This is an optimization exercise on Yosys and OpenROAD, whose aim is small area, a short achievable clock period and few clock cycles per item, not a production implementation.
In this exercise RTL edits were held to simulation tests only and were not proved equivalent to the original.
No activity file was given, so power comes from the tool's default toggle rates.

==> design/flow/design.v <==
package recog_pkg;
    typedef enum logic [1:0] {
        IDLE,
        LOAD,
        MATCH,
        DONE
    } recog_state_t;
    localparam int BLANK_CODE_DEF  = 32;
    localparam int REJECT_CODE_DEF = 63;
    function automatic int idx_w(input int n);
        idx_w = (n > 1) ? $clog2(n) : 1;
    endfunction
    function automatic int cnt_w(input int n);
        cnt_w = $clog2(n + 1);
    endfunction
endpackage
module row_popcount
#(
    parameter int W = 32,
    localparam int CW = recog_pkg::cnt_w(W)
) (
    input  logic [W-1:0]  row_i,
    output logic [CW-1:0] count_o
);
    always_comb begin
        count_o = '0;
        for (int i = 0; i < W; i++) begin
            count_o = count_o + CW'(row_i[i]);
        end
    end
endmodule
module glyph_recognizer
#(
    parameter int W           = 32,
    parameter int H           = 32,
    parameter int NUM_T       = 26,
    parameter int CODE_BASE   = 65,
    parameter int BLANK_CODE  = recog_pkg::BLANK_CODE_DEF,
    parameter int REJECT_CODE = recog_pkg::REJECT_CODE_DEF,
    parameter int REJECT_DIST = 256,
    localparam int XW = recog_pkg::idx_w(W),
    localparam int YW = recog_pkg::idx_w(H),
    localparam int TW = recog_pkg::idx_w(NUM_T),
    localparam int PA = recog_pkg::idx_w(W * H),
    localparam int TA = recog_pkg::idx_w(NUM_T * H),
    localparam int DW = recog_pkg::cnt_w(W * H),
    localparam int RW = recog_pkg::cnt_w(W)
) (
    input  logic          clk,
    input  logic          rst,
    input  logic          start,
    output logic          pix_rd_en,
    output logic [PA-1:0] pix_rd_addr,
    input  logic          pix_rd_data,
    output logic          tmpl_rd_en,
    output logic [TA-1:0] tmpl_rd_addr,
    input  logic [W-1:0]  tmpl_rd_data,
    output logic          busy,
    output logic          result_valid,
    input  logic          result_ready,
    output logic [7:0]    result_code,
    output logic [DW-1:0] result_dist
);
    recog_pkg::recog_state_t  state_q;
    logic          pix_en_q, pix_vld_q, tmpl_en_q, tmpl_vld_q, valid_q;
    logic [PA-1:0] pix_addr_q;
    logic [XW-1:0] pix_x_q, cap_x_q;
    logic [YW-1:0] pix_y_q, cap_y_q, r_q, sc_r_q;
    logic [TA-1:0] tmpl_addr_q;
    logic [TW-1:0] t_q, sc_t_q, best_idx_q, fin_idx_d;
    logic [DW-1:0] ones_q, run_q, best_q, tot_d, fin_best_d, dist_q, dist_d;
    logic [7:0]    code_q, code_d;
    logic [RW-1:0] row_dist;
    logic [W-1:0]  bitmap_q [H];
    row_popcount #(.W(W)) u_row_popcount (
        .row_i   (bitmap_q[sc_r_q] ^ tmpl_rd_data),
        .count_o (row_dist)
    );
    always_comb begin
        tot_d      = run_q + DW'(row_dist);
        fin_best_d = best_q;
        fin_idx_d  = best_idx_q;
        if (tot_d < best_q) begin
            fin_best_d = tot_d;
            fin_idx_d  = sc_t_q;
        end
        code_d = 8'(CODE_BASE + int'(fin_idx_d));
        dist_d = fin_best_d;
        if (ones_q == '0) begin
            code_d = 8'(BLANK_CODE);
            dist_d = '0;
        end else if (int'(fin_best_d) > REJECT_DIST) begin
            code_d = 8'(REJECT_CODE);
        end
    end
    always_ff @(posedge clk) begin
        if (pix_vld_q) begin
            bitmap_q[cap_y_q][cap_x_q] <= pix_rd_data;
        end
    end
    always_ff @(posedge clk) begin
        if (rst) begin
            state_q     <= recog_pkg::IDLE;
            pix_en_q    <= 1'b0;
            pix_vld_q   <= 1'b0;
            pix_addr_q  <= '0;
            pix_x_q     <= '0;
            pix_y_q     <= '0;
            cap_x_q     <= '0;
            cap_y_q     <= '0;
            tmpl_en_q   <= 1'b0;
            tmpl_vld_q  <= 1'b0;
            tmpl_addr_q <= '0;
            t_q         <= '0;
            r_q         <= '0;
            sc_t_q      <= '0;
            sc_r_q      <= '0;
            ones_q      <= '0;
            run_q       <= '0;
            best_q      <= '0;
            best_idx_q  <= '0;
            valid_q     <= 1'b0;
            code_q      <= '0;
            dist_q      <= '0;
        end else begin
            pix_vld_q <= pix_en_q;
            cap_x_q   <= pix_x_q;
            cap_y_q   <= pix_y_q;
            if (pix_en_q) begin
                if (pix_addr_q == PA'(W * H - 1)) begin
                    pix_en_q    <= 1'b0;
                    tmpl_en_q   <= 1'b1;
                    tmpl_addr_q <= '0;
                    t_q         <= '0;
                    r_q         <= '0;
                end else begin
                    pix_addr_q <= pix_addr_q + 1'b1;
                    if (pix_x_q == XW'(W - 1)) begin
                        pix_x_q <= '0;
                        pix_y_q <= pix_y_q + 1'b1;
                    end else begin
                        pix_x_q <= pix_x_q + 1'b1;
                    end
                end
            end
            tmpl_vld_q <= tmpl_en_q;
            sc_t_q     <= t_q;
            sc_r_q     <= r_q;
            if (tmpl_en_q) begin
                if (tmpl_addr_q == TA'(NUM_T * H - 1)) begin
                    tmpl_en_q <= 1'b0;
                end else begin
                    tmpl_addr_q <= tmpl_addr_q + 1'b1;
                    if (r_q == YW'(H - 1)) begin
                        r_q <= '0;
                        t_q <= t_q + 1'b1;
                    end else begin
                        r_q <= r_q + 1'b1;
                    end
                end
            end
            if (pix_vld_q) begin
                ones_q <= ones_q + DW'(pix_rd_data);
                if (cap_x_q == XW'(W - 1) && cap_y_q == YW'(H - 1)) begin
                    state_q <= recog_pkg::MATCH;
                end
            end
            if (tmpl_vld_q) begin
                if (sc_r_q == YW'(H - 1)) begin
                    run_q      <= '0;
                    best_q     <= fin_best_d;
                    best_idx_q <= fin_idx_d;
                    if (sc_t_q == TW'(NUM_T - 1)) begin
                        state_q <= recog_pkg::DONE;
                        valid_q <= 1'b1;
                        code_q  <= code_d;
                        dist_q  <= dist_d;
                    end
                end else begin
                    run_q <= tot_d;
                end
            end
            if (state_q == recog_pkg::DONE && valid_q && result_ready) begin
                state_q <= recog_pkg::IDLE;
                valid_q <= 1'b0;
            end
            if (start && (state_q == recog_pkg::IDLE || state_q == recog_pkg::DONE)) begin
                state_q    <= recog_pkg::LOAD;
                valid_q    <= 1'b0;
                pix_en_q   <= 1'b1;
                pix_addr_q <= '0;
                pix_x_q    <= '0;
                pix_y_q    <= '0;
                ones_q     <= '0;
                run_q      <= '0;
                best_q     <= '1;
                best_idx_q <= '0;
            end
        end
    end
    assign pix_rd_en    = pix_en_q;
    assign pix_rd_addr  = pix_addr_q;
    assign tmpl_rd_en   = tmpl_en_q;
    assign tmpl_rd_addr = tmpl_addr_q;
    assign busy         = (state_q == recog_pkg::LOAD) || (state_q == recog_pkg::MATCH);
    assign result_valid = valid_q;
    assign result_code  = code_q;
    assign result_dist  = dist_q;
endmodule
==> design/flow/run.sh <==
#!/bin/bash
# synth_recipe.tcl (not shown) runs the flow's synth.tcl, then flattens the netlist and writes it again
# the make line also repeats each setting of config.mk as NAME=value (left out here)
make -C /OpenROAD-flow-scripts/flow DESIGN_CONFIG=/design/flow/config.mk WORK_HOME=/design/flow/orfs CLKGATE_MAP_FILE= SYNTH_SCRIPT=/design/flow/synth_recipe.tcl finish
==> design/flow/config.mk <==
export PLATFORM = sky130hd
export DESIGN_NAME = glyph_recognizer
export DESIGN_NICKNAME = glyph_recognizer
export VERILOG_FILES = /design/flow/design.v
export SDC_FILE = /design/flow/constraint.sdc
export NUM_CORES = 4
export LEC_CHECK = 0
export CAP_MARGIN = 20
export CORE_MARGIN = 2
export CORE_UTILIZATION = 40
export SLEW_MARGIN = 20
==> design/flow/constraint.sdc <==
create_clock -name core_clock -period 12.0 [get_ports {clk}]
set_input_delay 2.4000 -clock core_clock [delete_from_list [all_inputs] [get_ports {clk}]]
set_output_delay 2.4000 -clock core_clock [all_outputs]
set_load 0.01 [all_outputs]
==> flow_summary_export.csv <==
group,metric,value,unit
detailed_routing,drt_iter0_markers,3449,
critical_path,worst_path_most_repeated_cell,"fa_1",
clock_tree,cts_tree,"built",
worst_hold_path,whs_path_depth,2,
clock_tree,cts_buffers,117,
floorplanning,die_area,130000,um2
sta,holdWs,0.4589,ns
detailed_routing,routed_wl,138500,um
pwr,p_leak,17.14,nW
synth,synth.ff_latch_count,1147,
worst_hold_path,min_path_type,"reg -> reg",
synth,syn-cell-area,50840,um2
global_routing,grt_util_met1,0.2996,
sta,min_period_over_period,0.8990,
critical_path,cp-end-kind,"flop",
clock_tree,post-cts-setup-buffer-count,0,
finish,areaGrowthSynthToFinish,12.95,%
sta,fin_skew,0.02837,ns
global_routing,grt_pass1_vias,29725,
detailed_routing,wl_per_cell,25.80,um
clock_tree,cts_resized,0,
finish,layout-drive-gt1-share,0.1880,
critical_path,path_class,"in -> reg",
critical_path,arrival,11.38,ns
finish,fin_nets,3717,
run_status,outcome,"finished clean",
detailed_routing,ant_nets,0,
pwr,power_frac_comb,0.143,
sta,tightest_slew,1.133,ns
critical_path,start_kind,"primary input",
clock_tree,clock_latency,0.71,ns
placed_design,dp.cells,5144,
floorplanning,die_w,360.5,um
critical_path,cp_slowest_stage_delay,0.61,ns
pwr,clkPwrFrac,0.393,
critical_path,cp_max_fo,5,
floorplanning,ios,80,
critical_path,crit_path_top_delay_cell,"fa_1",
pwr,p_int,6.932,mW
sta,hold_viol,0,
detailed_routing,vias_per_cell,5.704,
finish,final_util,0.4561,
critical_path,reg2regPathDepth,33,
detailed_routing,remaining_drc_errors,0,
synth,seq_area_frac_synth,0.6533,
global_routing,overflow,0,
placed_design,place.gp.congestion,0.8308,
pwr,power.share.switching,0.2504,
synth,yosysWarnings,2,
flow_run,maxCapViolCount,0,
synth,async_reset_ff_frac,0,
global_routing,grt_use_met2,0.3357,
global_routing,grt_start_max_net_pins,69,
detailed_routing,num_vias,30624,
clock_tree,clk_path_buf_depth,3,
floorplanning,fp.coreArea,125900,um2
placed_design,post-dp-hpwl,78270,um
global_routing,grt_pass1_wl,200800,um
clock_tree,cts.clk_slew.worst_paths,0.06,ns
sta,max_freq,92.70,MHz
global_routing,grt-busiest-layer,"met2",
sta,fin_ws,1.212,ns
sta,rsz0062_at_grt,"false",
sta,tns,0,ns
finish,final_common_cell,"nor2_1",
placed_design,post_dp_cell_area,53450,um2
clock_tree,postCtsHoldBufs,0,
floorplanning,initial_core_util,0.4038,
pwr,power.density,161.1,nW/um2
global_routing,grtUsageTotal,0.2103,
synth,yosysUniqueCellTypes,66,
synth,synth_edf_count,1024,
placed_design,numPortBuffers,78,
synth,avgSynthCellArea,14.02,um2
finish,fill_cells,11149,
placed_design,place_ws,0.5188,ns
global_routing,grt_antenna_before_repair,1,
sta,setup_violations,0,
synth,synth_fp_nets,3725,
clock_tree,htree_levels,3,
clock_tree,cts-root-buf,"clkbuf_16",
synth,yosys_most_used_dff,"edfxtp_1",
pwr,peakVddDrop,196.0,uV
pwr,seq_power_share,0.464,
synth,synth_cells,3625,
pwr,power.total,9.248,mW
pwr,switchingPower,2.315,mW
floorplanning,num_rows,130,
global_routing,met3_usage,0.03917,
finish,finalInstanceArea,57420,um2
floorplanning,fp.dieH,360.5,um
detailed_routing,first_pass_iters,6,
sta,slew_violations,0,
finish,final_cell_mix,"nor2_1 (1128), edfxtp_1 (1024), mux4_2 (320)",
critical_path,cp.required,12.59,ns
sta,fin_crit,10.79,ns
finish,fin_cells,5369,
clock_tree,cts.sinks,1147,
sta,slew_headroom,0.2392,
[power by group through the flow]
stage	clock network [mW]	logic [mW]	registers [mW]
2_1_floorplan	0	0.931	4.38
3_3_place_gp	0	1.30	4.38
3_5_place_dp	0	1.31	4.38
4_1_cts	3.68	1.32	4.29
5_1_grt	3.84	1.46	4.29
6_report	3.63	1.32	4.29
[synthesized netlist by cell type, types with 26 or more instances]
| cell | number | area (um2) |
|---|---|---|
| nor2b_1 | 39 | 244.0 |
| nand2_1 | 154 | 578.1 |
| nand3_1 | 27 | 135.1 |
| a21oi_1 | 63 | 315.3 |
| xor2_1 | 41 | 359.1 |
| o21ai_0 | 26 | 130.1 |
| ha_1 | 38 | 475.5 |
| xnor2_1 | 26 | 227.7 |
| inv_1 | 47 | 176.4 |
| clkbuf_1 | 247 | 927.1 |
| dfxtp_1 | 123 | 2462 |
| buf_1 | 32 | 120.1 |
| mux4_2 | 320 | 7207 |
| nor2_1 | 1138 | 4272 |
| mux2i_1 | 41 | 410.4 |
| edfxtp_1 | 1024 | 30750 |
[flip-flops by register name (all words and copies together) (netlist names), 2 cells and up]
signal	flops
bitmap_q	1024
best_q	11
dist_q	11
ones_q	11
run_q	11
pix_addr_q	10
tmpl_addr_q	10
code_q	7
best_idx_q	5
cap_x_q	5
cap_y_q	5
pix_x_q	5
pix_y_q	5
r_q	5
sc_r_q	5
sc_t_q	5
t_q	5
state_q	2
[logic make-up (layout without fill, tap and decap cells)]
logic type,after synthesis,after routing,synth area share
xor gates and xnor gates,67,67,0.01154
buffers and inverters,360,453,0.02867
other,1,2,0.00007377
muxes,372,372,0.1523
AOI/OAI and AO/OA,145,145,0.01799
adders and majority gates,63,63,0.01920
DFF,1147,1147,0.6533
and+or+nand+nor,1470,1470,0.1169
[layout make-up]
type                    count  area, um2  share of cell area
diodes                      1      2.502          0.00004358
clock buffers             154       3194             0.05563
clock inverters            66      629.4             0.01096
inverters                  47      176.4            0.003073
multi-input cells        2118      16370              0.2852
flip-flops and latches   1147      33230              0.5788
well taps                1650       2064             0.03596
repair buffers            186       1745             0.03040
[critical path, delay by kind of cell]
kind | cells | cell delay (ns)
AO/OA/AOI/OAI | 9 | 2.09
adder cells (fa/ha/maj) | 12 | 4.92
AND/OR/NAND/NOR | 1 | 0.11
buffers and inverters | 4 | 0.71
XOR/XNOR | 3 | 0.77
multiplexers | 2 | 0.42
[layer usage]
layer,vias to the layer above,routed length [um]
met5,-,0
met4,0,2819
met3,189,12360
met2,1276,66170
met1,16035,57150
li1,13124,-
[final timing paths]
path,start,to,slack (ns)
worst max-delay path,tmpl_rd_data[0],code_q[4],1.21
worst min-delay path,dist_q[1],dist_q[1],0.46
worst max register to register,sc_r_q[0],code_q[4],1.25
worst min register to register,dist_q[1],dist_q[1],0.46
Testbench counts, summed over its fixed seeds: cycles 237,824, glyphs 128.

separate check: timing with driven ports:
The flow's constraints put no driver on any port. The routed layout listed below was extracted and timed again, unchanged, in two steps. Step 1, drivers: a clkbuf_16 drives clk and a buf_2 each remaining input, both assumed. Step 2 times the ports against the registers' clock, not the clock port: input delays grow and output delays shrink by t, the midpoint of the rising clock arrivals with the driver on. a / b / c = ideal / step 1 / step 2; a / b = the first two.
t, ns: 0.769
setup slack, ns: 1.212 / 1.249 / 0.499
worst setup path at the end: input to register
clock arrival spread, ns: 0.036 / 0.036
After both steps setup and hold are still met in this run. The setup slack of this run moves by +0.037 ns with the drivers and by -0.713 ns with both steps.
